Background: an optimization exercise with open tools, aiming at small area, a short achievable clock period and few clock cycles per item. Do not read the settings as production practice.
Where RTL was checked, it was by simulation tests only, not by an equivalence proof against the original.
No activity file was given, so power comes from the tool's default toggle rates.

Design cnn_pool, start of the top module:
module cnn_pool
#(
    parameter int IMG_DIM = cnn_geom_pkg::DEF_IMG_DIM
)
(
    input  logic     clk,
    input  logic     reset,
    input  logic     i_start,
    input  wb_bus_pkg::wb_addr_t i_src_base,
    input  wb_bus_pkg::wb_addr_t i_dst_base,
    input  wb_bus_pkg::wb_data_t i_rd_dat,
    input  logic     i_rd_ack,
    input  logic     i_wr_ack,
    output logic     o_rd_cyc,
    output logic     o_rd_stb,
    output wb_bus_pkg::wb_addr_t o_rd_adr,
    output logic     o_wr_cyc,
    output logic     o_wr_stb,
    output logic     o_wr_we,
    output wb_bus_pkg::wb_addr_t o_wr_adr,
    output wb_bus_pkg::wb_data_t o_wr_dat,
    output logic     o_busy,
    output logic     o_done
);
export LEC_CHECK = 0
export CAP_MARGIN = 20
export CORE_MARGIN = 2
export CORE_UTILIZATION = 40
export SETUP_SLACK_MARGIN = 5
export SLEW_MARGIN = 20
export SYNTH_HIERARCHICAL = 1
export SYNTH_MINIMUM_KEEP_SIZE = 0
create_clock -name core_clock -period 9.0 [get_ports {clk}]
standard.sh (not shown) runs the stock make flow with config.mk's settings and CLKGATE_MAP_FILE= SYNTH_SCRIPT=/design/flow/synth_recipe.tcl, a recipe that flattens the netlist after the stock synthesis.
==> flow/flow/run.sh <==
#!/bin/bash
set -euo pipefail
SETUP_MARGIN=${SETUP_MARGIN:-6}
bash standard.sh \
    "BUFFER_PORTS_ARGS=-buffer_cell sky130_fd_sc_hd__buf_2" \
    "SETUP_SLACK_MARGIN=${SETUP_MARGIN}" \
    finish > flow_make.log 2>&1
Testbench counts at the start, summed over its fixed seeds: cycles 8,640, jobs 96.
Change:
--- a/flow/design.v
+++ b/flow/design.v
@@ -3525,22 +3525,23 @@
     logic [5:0]  u_ctr;
     cnn_geom_pkg::acc_t sum;
     logic        s_val;
     logic [5:0]  s_ctr;
     cnn_geom_pkg::acc_t s_sum;
     logic [15:0] clip;
     logic [15:0] pmax [4];
     logic [15:0] pm_cur;
     logic [3:0]  gt4;
     logic        s_gt;
     logic        upd;
+    logic [15:0] run_nxt;
     logic [4:0]  n_done;                      
     logic [4:0]  n_taken;                     
     logic        fin_now;
     logic        avail;
     logic        wr_load;
     assign job_go  = i_start && !o_busy;
     assign clr     = reset || o_done;
     assign rd_take = o_rd_stb && i_rd_ack;
     assign wr_take = o_wr_stb && i_wr_ack;
     assign o_rd_cyc = o_rd_stb;
     assign o_wr_cyc = o_wr_stb;
@@ -3734,43 +3735,44 @@
     assign clip   = s_sum[19] ? 16'd0 : (|s_sum[18:16]) ? 16'hffff : s_sum[15:0];
     assign pm_cur = pmax[s_ctr[2:1]];
     always_comb
     begin
         for (int k = 0; k < 4; k++)
         begin
             gt4[k] = s_sum[15:0] > pmax[k];
         end
     end
     assign s_gt   = !s_sum[19] && ((|s_sum[18:16]) || gt4[s_ctr[2:1]]);
     assign upd     = (!s_ctr[3] && !s_ctr[0]) || s_gt;
+    assign run_nxt = upd ? clip : pm_cur;
     always_ff @(posedge clk)
     begin
         if (s_val && upd)
         begin
             pmax[s_ctr[2:1]] <= clip;
         end
     end
     always_ff @(posedge clk)
     begin
         if (clr)
         begin
             n_done <= '0;
         end
         else if (fin_now)
         begin
             n_done <= n_done + 5'd1;
         end
     end
     assign fin_now = s_val && s_ctr[3] && s_ctr[0];
     assign avail   = (n_done != n_taken);
-    assign wr_load = (!o_wr_stb || i_wr_ack) && avail;
+    assign wr_load = (!o_wr_stb || i_wr_ack) && (avail || fin_now);
     always_ff @(posedge clk)
     begin
         if (reset)
         begin
             o_wr_stb <= 1'b0;
             o_done   <= 1'b0;
         end
         else
         begin
             o_done <= wr_take && (n_taken == 5'd16);
             if (wr_load)
@@ -3790,23 +3792,23 @@
             n_taken <= '0;
         end
         else if (wr_load)
         begin
             n_taken <= n_taken + 5'd1;
         end
     end
     always_ff @(posedge clk)
     begin
         if (wr_load)
         begin
-            o_wr_dat <= pmax[n_taken[1:0]];
+            o_wr_dat <= avail ? pmax[n_taken[1:0]] : run_nxt;
         end
         if (idle)
         begin
             o_wr_adr <= i_dst_base;
         end
         else if (wr_take)
         begin
             o_wr_adr <= o_wr_adr + 16'd1;
         end
     end
 endmodule
Result: The changed run produced a clean layout. Via count goes up by 7.7%. Combinational power is higher by 13%. Total power climbs by 4.5%. Synthesized cell count goes up by 5.4%. Wire length climbs by 6.9%. Maximum frequency hardly moves. Final area grows by 3.9%. Non-clock buffer count climbs by 36. Clock skew barely changes. Flip-flop and latch count increases by 2. Worst hold slack got worse by 0.015 ns. Clock power barely changes.
The RTL of the second run of this note was laid out without a check of its function.

-- separate check: timing with driven ports --
The flow's constraints put no driver on any port. The routed layouts listed below were extracted and timed again, unchanged, in two steps. Step 1 (the two cells are an assumption about what drives the block):
set clk [get_ports {clk}]
set_driving_cell -lib_cell sky130_fd_sc_hd__clkbuf_16 $clk
set_driving_cell -lib_cell sky130_fd_sc_hd__buf_2 [delete_from_list [all_inputs] $clk]
Step 2 times the ports against the registers' clock, not the clock port: input delays grow and output delays shrink by t, the midpoint of the rising clock arrivals with the driver on. a / b / c = ideal / step 1 / step 2; a / b = the first two.
run	shift t [ns]	setup slack, ns	clock arrival spread, ns
the first run	0.671	5.930 / 5.930 / 5.386	0.034 / 0.034
the second run	0.672	5.922 / 5.917 / 5.780	0.031 / 0.031
After both steps setup and hold are still met in every run listed. For the first run, which loses most, drivers alone change the setup slack by 0.000 ns; drivers and shift together by -0.544 ns.
